From an optimization exercise on the open Yosys and OpenROAD flow, aimed at small area, a short achievable clock period and few clock cycles per item; shortcuts taken in it are not production practice.
Function was checked by simulation only, so behaviour that the tests miss may differ from the original.

==> run a <==
==> flow/design.v (excerpt) <==
module foveated_shading_rate_classifier_top #(
  parameter int COORD_BITS = 12
) (
  input  logic                                 clk,
  input  logic                                 rst_n,
  input  logic                                 in_tvalid,
  output logic                                 in_tready,
  input  logic [23:0]                          in_tdata,    
  output logic                                 out_tvalid,
  input  logic                                 out_tready,
  output logic [7:0]                           out_tdata,   
  input  logic                                 cfg_we,
  input  logic [fsrc_pkg::CFG_IDX_W-1:0]       cfg_index,
  input  logic [fsrc_pkg::CFG_DATA_W-1:0]      cfg_wdata
);
  localparam int NST = 7;            
  localparam int CAP = NST + 2;      
  localparam int QD  = CAP - 1;      
  logic [11:0] half_width_r;
  logic [31:0] left_center_r, right_center_r;
  logic [28:0] inv_x_r, inv_y_r;
  logic        inv_x_hi_r, inv_y_hi_r;
  logic [16:0] inner_sq_r, mid_sq_r;
  always_ff @(posedge clk) begin
    if (!rst_n) begin
      half_width_r   <= fsrc_pkg::RST_HALF_WIDTH;
      left_center_r  <= '0;
      right_center_r <= '0;
      inv_x_r        <= fsrc_pkg::RST_INV_SCALE[28:0];
      inv_x_hi_r     <= |fsrc_pkg::RST_INV_SCALE[31:29];
      inv_y_r        <= fsrc_pkg::RST_INV_SCALE[28:0];
      inv_y_hi_r     <= |fsrc_pkg::RST_INV_SCALE[31:29];
      inner_sq_r     <= fsrc_pkg::RST_INNER_SQ;
      mid_sq_r       <= fsrc_pkg::RST_MID_SQ;
    end else if (cfg_we) begin
      case (cfg_index)
        fsrc_pkg::CFG_HALF_WIDTH:   half_width_r   <= cfg_wdata[11:0];
        fsrc_pkg::CFG_LEFT_CENTER:  left_center_r  <= cfg_wdata;
        fsrc_pkg::CFG_RIGHT_CENTER: right_center_r <= cfg_wdata;
        fsrc_pkg::CFG_INV_SCALE_X: begin
          inv_x_r    <= cfg_wdata[28:0];
          inv_x_hi_r <= |cfg_wdata[31:29];
        end
        fsrc_pkg::CFG_INV_SCALE_Y: begin
          inv_y_r    <= cfg_wdata[28:0];
          inv_y_hi_r <= |cfg_wdata[31:29];
        end
  ...
Settings: LEC_CHECK=0, CAP_MARGIN=20, CORE_MARGIN=2, CORE_UTILIZATION=40, CTS_CLUSTER_DIAMETER=150, CTS_CLUSTER_SIZE=30, SETUP_SLACK_MARGIN=4.7, SLEW_MARGIN=20; clock period 7.5 ns.
run.sh (not shown) runs the stock make flow with config.mk's settings and CLKGATE_MAP_FILE= SYNTH_SCRIPT=/design/flow/synth_recipe.tcl, a recipe that flattens the netlist after the stock synthesis.
==> inputs of run b, as changes to run a <==
--- a/flow/design.v
+++ b/flow/design.v
@@ -86,18 +86,18 @@
   logic pg59;
   logic pp60;
   logic pg61;
   logic pp62;
   logic pg63;
   logic pp64;
   logic [15:0] m;
-  logic [30:0] inv3_r;
+  logic [7:0] d1, d2, d3;
   logic [15:0] hi_or;
   logic big_r;
-  logic [7:0] d1, d2, d3;
+  logic [30:0] inv3_r;
   logic q65;
   logic q66;
   logic q67;
   logic q68;
   logic q69;
   logic q70;
   logic q71;
@@ -1013,30 +1013,14 @@
   assign cy[10] = pg51 | (pp52 & pg63);
   assign cy[11] = pg53 | (pp54 & pg63);
   assign cy[12] = pg55 | (pp56 & pg63);
   assign cy[13] = pg57 | (pp58 & pg63);
   assign cy[14] = pg59 | (pp60 & pg63);
   assign cy[15] = pg61 | (pp62 & pg63);
   assign dd = pp ^ cy ^ {16{~co}};
-  assign hi_or[0] = inv_hi;
-  assign hi_or[1] = hi_or[0] | inv[28];
-  assign hi_or[2] = hi_or[1] | inv[27];
-  assign hi_or[3] = hi_or[2] | inv[26];
-  assign hi_or[4] = hi_or[3] | inv[25];
-  assign hi_or[5] = hi_or[4] | inv[24];
-  assign hi_or[6] = hi_or[5] | inv[23];
-  assign hi_or[7] = hi_or[6] | inv[22];
-  assign hi_or[8] = hi_or[7] | inv[21];
-  assign hi_or[9] = hi_or[8] | inv[20];
-  assign hi_or[10] = hi_or[9] | inv[19];
-  assign hi_or[11] = hi_or[10] | inv[18];
-  assign hi_or[12] = hi_or[11] | inv[17];
-  assign hi_or[13] = hi_or[12] | inv[16];
-  assign hi_or[14] = hi_or[13] | inv[15];
-  assign hi_or[15] = hi_or[14] | inv[14];
   assign d1[0] = m[0] & ~m[1];
   assign d2[0] = ~m[0] & m[1];
   assign d3[0] = m[0] & m[1];
   assign d1[1] = m[2] & ~m[3];
   assign d2[1] = ~m[2] & m[3];
   assign d3[1] = m[2] & m[3];
   assign d1[2] = m[4] & ~m[5];
@@ -1053,14 +1037,30 @@
   assign d3[5] = m[10] & m[11];
   assign d1[6] = m[12] & ~m[13];
   assign d2[6] = ~m[12] & m[13];
   assign d3[6] = m[12] & m[13];
   assign d1[7] = m[14] & ~m[15];
   assign d2[7] = ~m[14] & m[15];
   assign d3[7] = m[14] & m[15];
+  assign hi_or[0] = inv_hi;
+  assign hi_or[1] = hi_or[0] | inv[28];
+  assign hi_or[2] = hi_or[1] | inv[27];
+  assign hi_or[3] = hi_or[2] | inv[26];
+  assign hi_or[4] = hi_or[3] | inv[25];
+  assign hi_or[5] = hi_or[4] | inv[24];
+  assign hi_or[6] = hi_or[5] | inv[23];
+  assign hi_or[7] = hi_or[6] | inv[22];
+  assign hi_or[8] = hi_or[7] | inv[21];
+  assign hi_or[9] = hi_or[8] | inv[20];
+  assign hi_or[10] = hi_or[9] | inv[19];
+  assign hi_or[11] = hi_or[10] | inv[18];
+  assign hi_or[12] = hi_or[11] | inv[17];
+  assign hi_or[13] = hi_or[12] | inv[16];
+  assign hi_or[14] = hi_or[13] | inv[15];
+  assign hi_or[15] = hi_or[14] | inv[14];
   assign q65 = (d1[0] & inv[0]) | (d3[0] & inv3_r[0]);
   assign q66 = (d1[0] & inv[1]) | (d2[0] & inv[0]) | (d3[0] & inv3_r[1]);
   assign q67 = (d1[0] & inv[2]) | (d2[0] & inv[1]) | (d3[0] & inv3_r[2]);
   assign q68 = (d1[0] & inv[3]) | (d2[0] & inv[2]) | (d3[0] & inv3_r[3]);
   assign q69 = (d1[0] & inv[4]) | (d2[0] & inv[3]) | (d3[0] & inv3_r[4]);
   assign q70 = (d1[0] & inv[5]) | (d2[0] & inv[4]) | (d3[0] & inv3_r[5]);
   assign q71 = (d1[0] & inv[6]) | (d2[0] & inv[5]) | (d3[0] & inv3_r[6]);
@@ -1713,16 +1713,16 @@
   assign s803 = (e[13] & e[16]) ^ (e[14] & e[15]) ^ e[15];
   assign c804 = ((e[13] & e[16]) & (e[14] & e[15])) | (e[15] & ((e[13] & e[16]) ^ (e[14] & e[15])));
   assign qa = {1'b0, sr865, sr863, sr861, sr859, sr857, sr855, sr853, sr851, sr849, sr847, sr845, sr843, sr841, sr839, sr837, sr835, sr833, sr831, sr829, sr827, sr825, sr823, sr821, sr819, sr817, sr815, sr813, sr811, sr809, sr808, sr806, 1'b0, sr805};
   assign qb = {1'b0, sr866, sr864, sr862, sr860, sr858, sr856, sr854, sr852, sr850, sr848, sr846, sr844, sr842, sr840, sr838, sr836, sr834, sr832, sr830, sr828, sr826, sr824, sr822, sr820, sr818, sr816, sr814, sr812, sr810, 1'b0, sr807, 1'b0, 1'b0};
   assign q = qa + qb;
   always_ff @(posedge clk) begin
     m <= dd;
-    inv3_r <= {2'b00, inv} + {1'b0, inv, 1'b0};
     big_r <= |(m & hi_or);
+    inv3_r <= {2'b00, inv} + {1'b0, inv, 1'b0};
     mr453 <= q65;
     mr454 <= q66;
     mr455 <= q67;
     mr456 <= q95;
     mr457 <= q68;
     mr458 <= q96;
     mr459 <= q69;
@@ -1897,43 +1897,46 @@
   localparam int CAP = NST + 2;      
   localparam int QD  = CAP - 1;      
   logic [11:0] half_width_r;
   logic [31:0] left_center_r, right_center_r;
   logic [28:0] inv_x_r, inv_y_r;
   logic        inv_x_hi_r, inv_y_hi_r;
   logic [16:0] inner_sq_r, mid_sq_r;
+  logic [31:0] wd0, wd1;             
+  logic [6:0]  ld;                   
+  assign wd0 = cfg_wdata & {32{rst_n}};
+  assign wd1 = cfg_wdata | {32{!rst_n}};
+  always_comb begin
+    for (int k = 0; k < 7; k++) begin
+      ld[k] = !rst_n || (cfg_we && (cfg_index == 3'(k)));
+    end
+  end
+  function automatic logic [31:0] ldv(input logic [31:0] dflt, input logic [31:0] w0,
+                                      input logic [31:0] w1);
+    ldv = (w1 & dflt) | (w0 & ~dflt);
+  endfunction
+  logic [31:0] d_hw, d_inv, d_inner, d_mid;
+  assign d_hw    = ldv(32'(fsrc_pkg::RST_HALF_WIDTH), wd0, wd1);
+  assign d_inv   = ldv(fsrc_pkg::RST_INV_SCALE, wd0, wd1);
+  assign d_inner = ldv(32'(fsrc_pkg::RST_INNER_SQ), wd0, wd1);
+  assign d_mid   = ldv(32'(fsrc_pkg::RST_MID_SQ), wd0, wd1);
   always_ff @(posedge clk) begin
-    if (!rst_n) begin
-      half_width_r   <= fsrc_pkg::RST_HALF_WIDTH;
-      left_center_r  <= '0;
-      right_center_r <= '0;
-      inv_x_r        <= fsrc_pkg::RST_INV_SCALE[28:0];
-      inv_x_hi_r     <= |fsrc_pkg::RST_INV_SCALE[31:29];
-      inv_y_r        <= fsrc_pkg::RST_INV_SCALE[28:0];
-      inv_y_hi_r     <= |fsrc_pkg::RST_INV_SCALE[31:29];
-      inner_sq_r     <= fsrc_pkg::RST_INNER_SQ;
-      mid_sq_r       <= fsrc_pkg::RST_MID_SQ;
-    end else if (cfg_we) begin
-      case (cfg_index)
-        fsrc_pkg::CFG_HALF_WIDTH:   half_width_r   <= cfg_wdata[11:0];
-        fsrc_pkg::CFG_LEFT_CENTER:  left_center_r  <= cfg_wdata;
-        fsrc_pkg::CFG_RIGHT_CENTER: right_center_r <= cfg_wdata;
-        fsrc_pkg::CFG_INV_SCALE_X: begin
-          inv_x_r    <= cfg_wdata[28:0];
-          inv_x_hi_r <= |cfg_wdata[31:29];
-        end
-        fsrc_pkg::CFG_INV_SCALE_Y: begin
-          inv_y_r    <= cfg_wdata[28:0];
-          inv_y_hi_r <= |cfg_wdata[31:29];
-        end
-        fsrc_pkg::CFG_INNER_SQ:     inner_sq_r     <= cfg_wdata[16:0];
-        fsrc_pkg::CFG_MID_SQ:       mid_sq_r       <= cfg_wdata[16:0];
-        default: ;
-      endcase
+    if (ld[fsrc_pkg::CFG_HALF_WIDTH])   half_width_r   <= d_hw[11:0];
+    if (ld[fsrc_pkg::CFG_LEFT_CENTER])  left_center_r  <= wd0;
+    if (ld[fsrc_pkg::CFG_RIGHT_CENTER]) right_center_r <= wd0;
+    if (ld[fsrc_pkg::CFG_INV_SCALE_X]) begin
+      inv_x_r    <= d_inv[28:0];
+      inv_x_hi_r <= |d_inv[31:29];
+    end
+    if (ld[fsrc_pkg::CFG_INV_SCALE_Y]) begin
+      inv_y_r    <= d_inv[28:0];
+      inv_y_hi_r <= |d_inv[31:29];
     end
+    if (ld[fsrc_pkg::CFG_INNER_SQ])     inner_sq_r     <= d_inner[16:0];
+    if (ld[fsrc_pkg::CFG_MID_SQ])       mid_sq_r       <= d_mid[16:0];
   end
   logic [3:0]     cnt_r;             
   logic           rdy_r, rdy_q;       
   logic [NST-1:0] v_r;
   logic           acc, dlv;
   logic [3:0]     cnt_nxt;
   assign in_tready = rdy_q;
@@ -1982,36 +1985,38 @@
     .t      (ty_r),
     .c      (centre[31:16]),
     .inv    (inv_y_r),
     .inv_hi (inv_y_hi_r),
     .sq     (sqy),
     .ov     (ovy)
   );
-  function automatic logic gt3(input logic [20:0] x, input logic [20:0] y,
-                               input logic [20:0] t);
-    logic [20:0] nt, s, c;
-    logic [21:0] r;
+  function automatic logic gt3(input logic [17:0] x, input logic [17:0] y,
+                               input logic [17:0] t);
+    logic [17:0] nt, s, c;
+    logic [18:0] r;
     nt  = ~t;
     s   = x ^ y ^ nt;
     c   = (x & y) | (nt & (x ^ y));
     r   = {1'b0, s} + {c, 1'b0};
-    gt3 = r[21];
+    gt3 = r[18];
   endfunction
   logic        ok, in_all, mid_all;
   logic        le_inner, gt_a, gt_b, le_mid, le_one;
   logic [1:0]  cls_nxt, cls_r;
   always_comb begin
     ok       = !(ovx || ovy);
     in_all   = &inner_sq_r;
     mid_all  = &mid_sq_r;
-    le_inner = in_all || (ok && !gt3({4'd0, sqx}, {4'd0, sqy}, {4'd0, inner_sq_r}));
-    gt_a     = !in_all && (!ok || gt3({4'd0, sqx}, {2'd0, sqy, 2'b00}, {4'd0, inner_sq_r}));
-    gt_b     = !in_all && (!ok || gt3({2'd0, sqx, 2'b00}, {4'd0, sqy}, {4'd0, inner_sq_r}));
-    le_mid   = mid_all || (ok && !gt3({4'd0, sqx}, {4'd0, sqy}, {4'd0, mid_sq_r}));
-    le_one   = ok && !gt3({4'd0, sqx}, {4'd0, sqy}, 21'd65536);
+    le_inner = in_all || (ok && !gt3({1'b0, sqx}, {1'b0, sqy}, {1'b0, inner_sq_r}));
+    gt_a     = !in_all && (!ok || (|sqy[16:15]) ||
+                           gt3({1'b0, sqx}, {1'b0, sqy[14:0], 2'b00}, {1'b0, inner_sq_r}));
+    gt_b     = !in_all && (!ok || (|sqx[16:15]) ||
+                           gt3({1'b0, sqx[14:0], 2'b00}, {1'b0, sqy}, {1'b0, inner_sq_r}));
+    le_mid   = mid_all || (ok && !gt3({1'b0, sqx}, {1'b0, sqy}, {1'b0, mid_sq_r}));
+    le_one   = ok && !gt3({1'b0, sqx}, {1'b0, sqy}, 18'd65536);
     if (le_inner)    cls_nxt = (gt_a && gt_b) ? 2'd1 : 2'd0;
     else if (le_mid) cls_nxt = 2'd1;
     else if (le_one) cls_nxt = 2'd2;
     else             cls_nxt = 2'd3;
   end
   always_ff @(posedge clk) begin
     cls_r <= cls_nxt;
Settings changed: CTS_CLUSTER_DIAMETER 150 to default, CTS_CLUSTER_SIZE 30 to default.
==> inputs of run c, as changes to run a <==
--- a/flow/design.v
+++ b/flow/design.v
@@ -86,18 +86,18 @@
   logic pg59;
   logic pp60;
   logic pg61;
   logic pp62;
   logic pg63;
   logic pp64;
   logic [15:0] m;
-  logic [30:0] inv3_r;
+  logic [7:0] d1, d2, d3;
   logic [15:0] hi_or;
   logic big_r;
-  logic [7:0] d1, d2, d3;
+  logic [30:0] inv3_r;
   logic q65;
   logic q66;
   logic q67;
   logic q68;
   logic q69;
   logic q70;
   logic q71;
@@ -1013,30 +1013,14 @@
   assign cy[10] = pg51 | (pp52 & pg63);
   assign cy[11] = pg53 | (pp54 & pg63);
   assign cy[12] = pg55 | (pp56 & pg63);
   assign cy[13] = pg57 | (pp58 & pg63);
   assign cy[14] = pg59 | (pp60 & pg63);
   assign cy[15] = pg61 | (pp62 & pg63);
   assign dd = pp ^ cy ^ {16{~co}};
-  assign hi_or[0] = inv_hi;
-  assign hi_or[1] = hi_or[0] | inv[28];
-  assign hi_or[2] = hi_or[1] | inv[27];
-  assign hi_or[3] = hi_or[2] | inv[26];
-  assign hi_or[4] = hi_or[3] | inv[25];
-  assign hi_or[5] = hi_or[4] | inv[24];
-  assign hi_or[6] = hi_or[5] | inv[23];
-  assign hi_or[7] = hi_or[6] | inv[22];
-  assign hi_or[8] = hi_or[7] | inv[21];
-  assign hi_or[9] = hi_or[8] | inv[20];
-  assign hi_or[10] = hi_or[9] | inv[19];
-  assign hi_or[11] = hi_or[10] | inv[18];
-  assign hi_or[12] = hi_or[11] | inv[17];
-  assign hi_or[13] = hi_or[12] | inv[16];
-  assign hi_or[14] = hi_or[13] | inv[15];
-  assign hi_or[15] = hi_or[14] | inv[14];
   assign d1[0] = m[0] & ~m[1];
   assign d2[0] = ~m[0] & m[1];
   assign d3[0] = m[0] & m[1];
   assign d1[1] = m[2] & ~m[3];
   assign d2[1] = ~m[2] & m[3];
   assign d3[1] = m[2] & m[3];
   assign d1[2] = m[4] & ~m[5];
@@ -1053,14 +1037,30 @@
   assign d3[5] = m[10] & m[11];
   assign d1[6] = m[12] & ~m[13];
   assign d2[6] = ~m[12] & m[13];
   assign d3[6] = m[12] & m[13];
   assign d1[7] = m[14] & ~m[15];
   assign d2[7] = ~m[14] & m[15];
   assign d3[7] = m[14] & m[15];
+  assign hi_or[0] = inv_hi;
+  assign hi_or[1] = hi_or[0] | inv[28];
+  assign hi_or[2] = hi_or[1] | inv[27];
+  assign hi_or[3] = hi_or[2] | inv[26];
+  assign hi_or[4] = hi_or[3] | inv[25];
+  assign hi_or[5] = hi_or[4] | inv[24];
+  assign hi_or[6] = hi_or[5] | inv[23];
+  assign hi_or[7] = hi_or[6] | inv[22];
+  assign hi_or[8] = hi_or[7] | inv[21];
+  assign hi_or[9] = hi_or[8] | inv[20];
+  assign hi_or[10] = hi_or[9] | inv[19];
+  assign hi_or[11] = hi_or[10] | inv[18];
+  assign hi_or[12] = hi_or[11] | inv[17];
+  assign hi_or[13] = hi_or[12] | inv[16];
+  assign hi_or[14] = hi_or[13] | inv[15];
+  assign hi_or[15] = hi_or[14] | inv[14];
   assign q65 = (d1[0] & inv[0]) | (d3[0] & inv3_r[0]);
   assign q66 = (d1[0] & inv[1]) | (d2[0] & inv[0]) | (d3[0] & inv3_r[1]);
   assign q67 = (d1[0] & inv[2]) | (d2[0] & inv[1]) | (d3[0] & inv3_r[2]);
   assign q68 = (d1[0] & inv[3]) | (d2[0] & inv[2]) | (d3[0] & inv3_r[3]);
   assign q69 = (d1[0] & inv[4]) | (d2[0] & inv[3]) | (d3[0] & inv3_r[4]);
   assign q70 = (d1[0] & inv[5]) | (d2[0] & inv[4]) | (d3[0] & inv3_r[5]);
   assign q71 = (d1[0] & inv[6]) | (d2[0] & inv[5]) | (d3[0] & inv3_r[6]);
@@ -1713,16 +1713,16 @@
   assign s803 = (e[13] & e[16]) ^ (e[14] & e[15]) ^ e[15];
   assign c804 = ((e[13] & e[16]) & (e[14] & e[15])) | (e[15] & ((e[13] & e[16]) ^ (e[14] & e[15])));
   assign qa = {1'b0, sr865, sr863, sr861, sr859, sr857, sr855, sr853, sr851, sr849, sr847, sr845, sr843, sr841, sr839, sr837, sr835, sr833, sr831, sr829, sr827, sr825, sr823, sr821, sr819, sr817, sr815, sr813, sr811, sr809, sr808, sr806, 1'b0, sr805};
   assign qb = {1'b0, sr866, sr864, sr862, sr860, sr858, sr856, sr854, sr852, sr850, sr848, sr846, sr844, sr842, sr840, sr838, sr836, sr834, sr832, sr830, sr828, sr826, sr824, sr822, sr820, sr818, sr816, sr814, sr812, sr810, 1'b0, sr807, 1'b0, 1'b0};
   assign q = qa + qb;
   always_ff @(posedge clk) begin
     m <= dd;
-    inv3_r <= {2'b00, inv} + {1'b0, inv, 1'b0};
     big_r <= |(m & hi_or);
+    inv3_r <= {2'b00, inv} + {1'b0, inv, 1'b0};
     mr453 <= q65;
     mr454 <= q66;
     mr455 <= q67;
     mr456 <= q95;
     mr457 <= q68;
     mr458 <= q96;
     mr459 <= q69;
@@ -1897,43 +1897,46 @@
   localparam int CAP = NST + 2;      
   localparam int QD  = CAP - 1;      
   logic [11:0] half_width_r;
   logic [31:0] left_center_r, right_center_r;
   logic [28:0] inv_x_r, inv_y_r;
   logic        inv_x_hi_r, inv_y_hi_r;
   logic [16:0] inner_sq_r, mid_sq_r;
+  logic [31:0] wd0, wd1;             
+  logic [6:0]  ld;                   
+  assign wd0 = cfg_wdata & {32{rst_n}};
+  assign wd1 = cfg_wdata | {32{!rst_n}};
+  always_comb begin
+    for (int k = 0; k < 7; k++) begin
+      ld[k] = !rst_n || (cfg_we && (cfg_index == 3'(k)));
+    end
+  end
+  function automatic logic [31:0] ldv(input logic [31:0] dflt, input logic [31:0] w0,
+                                      input logic [31:0] w1);
+    ldv = (w1 & dflt) | (w0 & ~dflt);
+  endfunction
+  logic [31:0] d_hw, d_inv, d_inner, d_mid;
+  assign d_hw    = ldv(32'(fsrc_pkg::RST_HALF_WIDTH), wd0, wd1);
+  assign d_inv   = ldv(fsrc_pkg::RST_INV_SCALE, wd0, wd1);
+  assign d_inner = ldv(32'(fsrc_pkg::RST_INNER_SQ), wd0, wd1);
+  assign d_mid   = ldv(32'(fsrc_pkg::RST_MID_SQ), wd0, wd1);
   always_ff @(posedge clk) begin
-    if (!rst_n) begin
-      half_width_r   <= fsrc_pkg::RST_HALF_WIDTH;
-      left_center_r  <= '0;
-      right_center_r <= '0;
-      inv_x_r        <= fsrc_pkg::RST_INV_SCALE[28:0];
-      inv_x_hi_r     <= |fsrc_pkg::RST_INV_SCALE[31:29];
-      inv_y_r        <= fsrc_pkg::RST_INV_SCALE[28:0];
-      inv_y_hi_r     <= |fsrc_pkg::RST_INV_SCALE[31:29];
-      inner_sq_r     <= fsrc_pkg::RST_INNER_SQ;
-      mid_sq_r       <= fsrc_pkg::RST_MID_SQ;
-    end else if (cfg_we) begin
-      case (cfg_index)
-        fsrc_pkg::CFG_HALF_WIDTH:   half_width_r   <= cfg_wdata[11:0];
-        fsrc_pkg::CFG_LEFT_CENTER:  left_center_r  <= cfg_wdata;
-        fsrc_pkg::CFG_RIGHT_CENTER: right_center_r <= cfg_wdata;
-        fsrc_pkg::CFG_INV_SCALE_X: begin
-          inv_x_r    <= cfg_wdata[28:0];
-          inv_x_hi_r <= |cfg_wdata[31:29];
-        end
-        fsrc_pkg::CFG_INV_SCALE_Y: begin
-          inv_y_r    <= cfg_wdata[28:0];
-          inv_y_hi_r <= |cfg_wdata[31:29];
-        end
-        fsrc_pkg::CFG_INNER_SQ:     inner_sq_r     <= cfg_wdata[16:0];
-        fsrc_pkg::CFG_MID_SQ:       mid_sq_r       <= cfg_wdata[16:0];
-        default: ;
-      endcase
+    if (ld[fsrc_pkg::CFG_HALF_WIDTH])   half_width_r   <= d_hw[11:0];
+    if (ld[fsrc_pkg::CFG_LEFT_CENTER])  left_center_r  <= wd0;
+    if (ld[fsrc_pkg::CFG_RIGHT_CENTER]) right_center_r <= wd0;
+    if (ld[fsrc_pkg::CFG_INV_SCALE_X]) begin
+      inv_x_r    <= d_inv[28:0];
+      inv_x_hi_r <= |d_inv[31:29];
+    end
+    if (ld[fsrc_pkg::CFG_INV_SCALE_Y]) begin
+      inv_y_r    <= d_inv[28:0];
+      inv_y_hi_r <= |d_inv[31:29];
     end
+    if (ld[fsrc_pkg::CFG_INNER_SQ])     inner_sq_r     <= d_inner[16:0];
+    if (ld[fsrc_pkg::CFG_MID_SQ])       mid_sq_r       <= d_mid[16:0];
   end
   logic [3:0]     cnt_r;             
   logic           rdy_r, rdy_q;       
   logic [NST-1:0] v_r;
   logic           acc, dlv;
   logic [3:0]     cnt_nxt;
   assign in_tready = rdy_q;
@@ -1982,36 +1985,38 @@
     .t      (ty_r),
     .c      (centre[31:16]),
     .inv    (inv_y_r),
     .inv_hi (inv_y_hi_r),
     .sq     (sqy),
     .ov     (ovy)
   );
-  function automatic logic gt3(input logic [20:0] x, input logic [20:0] y,
-                               input logic [20:0] t);
-    logic [20:0] nt, s, c;
-    logic [21:0] r;
+  function automatic logic gt3(input logic [17:0] x, input logic [17:0] y,
+                               input logic [17:0] t);
+    logic [17:0] nt, s, c;
+    logic [18:0] r;
     nt  = ~t;
     s   = x ^ y ^ nt;
     c   = (x & y) | (nt & (x ^ y));
     r   = {1'b0, s} + {c, 1'b0};
-    gt3 = r[21];
+    gt3 = r[18];
   endfunction
   logic        ok, in_all, mid_all;
   logic        le_inner, gt_a, gt_b, le_mid, le_one;
   logic [1:0]  cls_nxt, cls_r;
   always_comb begin
     ok       = !(ovx || ovy);
     in_all   = &inner_sq_r;
     mid_all  = &mid_sq_r;
-    le_inner = in_all || (ok && !gt3({4'd0, sqx}, {4'd0, sqy}, {4'd0, inner_sq_r}));
-    gt_a     = !in_all && (!ok || gt3({4'd0, sqx}, {2'd0, sqy, 2'b00}, {4'd0, inner_sq_r}));
-    gt_b     = !in_all && (!ok || gt3({2'd0, sqx, 2'b00}, {4'd0, sqy}, {4'd0, inner_sq_r}));
-    le_mid   = mid_all || (ok && !gt3({4'd0, sqx}, {4'd0, sqy}, {4'd0, mid_sq_r}));
-    le_one   = ok && !gt3({4'd0, sqx}, {4'd0, sqy}, 21'd65536);
+    le_inner = in_all || (ok && !gt3({1'b0, sqx}, {1'b0, sqy}, {1'b0, inner_sq_r}));
+    gt_a     = !in_all && (!ok || (|sqy[16:15]) ||
+                           gt3({1'b0, sqx}, {1'b0, sqy[14:0], 2'b00}, {1'b0, inner_sq_r}));
+    gt_b     = !in_all && (!ok || (|sqx[16:15]) ||
+                           gt3({1'b0, sqx[14:0], 2'b00}, {1'b0, sqy}, {1'b0, inner_sq_r}));
+    le_mid   = mid_all || (ok && !gt3({1'b0, sqx}, {1'b0, sqy}, {1'b0, mid_sq_r}));
+    le_one   = ok && !gt3({1'b0, sqx}, {1'b0, sqy}, 18'd65536);
     if (le_inner)    cls_nxt = (gt_a && gt_b) ? 2'd1 : 2'd0;
     else if (le_mid) cls_nxt = 2'd1;
     else if (le_one) cls_nxt = 2'd2;
     else             cls_nxt = 2'd3;
   end
   always_ff @(posedge clk) begin
     cls_r <= cls_nxt;
Settings changed: ABC_AREA from default to 1, CTS_CLUSTER_DIAMETER 150 to 100, CTS_CLUSTER_SIZE 30 to 20.
==> comparison <==
Global-route usage, highest first: run c, run a, run b.
Between run a and run b, the lower synthesized area is in run b (gap 2.2%, measured against run b).
The lowest sequential share of layout area belongs to run a, the highest to run c.
The highest die area belongs to run c, the lowest to run b.
The lowest worst setup slack belongs to run a, the highest to run c.
Register-to-register slack, lowest first: run a, run b, run c.
The lowest clock skew belongs to run b, the highest to run a.
Testbench counts of run a, summed over its fixed seeds: cycles 16,448, items 16,384.
Testbench counts of run b, summed over its fixed seeds: cycles 16,448, items 16,384.
Testbench counts of run c, summed over its fixed seeds: cycles 16,448, items 16,384.

-- separate check: timing with driven ports --
How much do the figures lean on ideal ports? The routed layouts below were timed once more, with nothing changed but the port constraints.
Step 1, drivers: a clkbuf_16 drives clk and a buf_2 each remaining input, both assumed.
Step 2, shift: input delay + t, output delay - t, t = (earliest + latest rising clock arrival at the registers) / 2. This alone moves slack from input paths to output paths.
Three values: no drivers, after step 1, after step 2; two values: the first two.
| run | shift t [ns] | slack for setup (ns) | clock arrival spread, ns | worst data-port slew with drivers (ns) | pins driven straight from the clock port |
|---|---|---|---|---|---|
| run a | 0.744 | 4.344 / 4.344 / 3.998 | 0.059 / 0.059 | 0.06 | 1 |
| run b | 0.732 | 4.474 / 4.474 / 3.964 | 0.023 / 0.023 | 0.19 | 1 |
| run c | 0.715 | 4.672 / 4.672 / 4.052 | 0.034 / 0.034 | 0.08 | 1 |
After both steps setup and hold are still met in every run listed. For run c, which loses most, drivers alone change the setup slack by 0.000 ns; drivers and shift together by -0.620 ns.
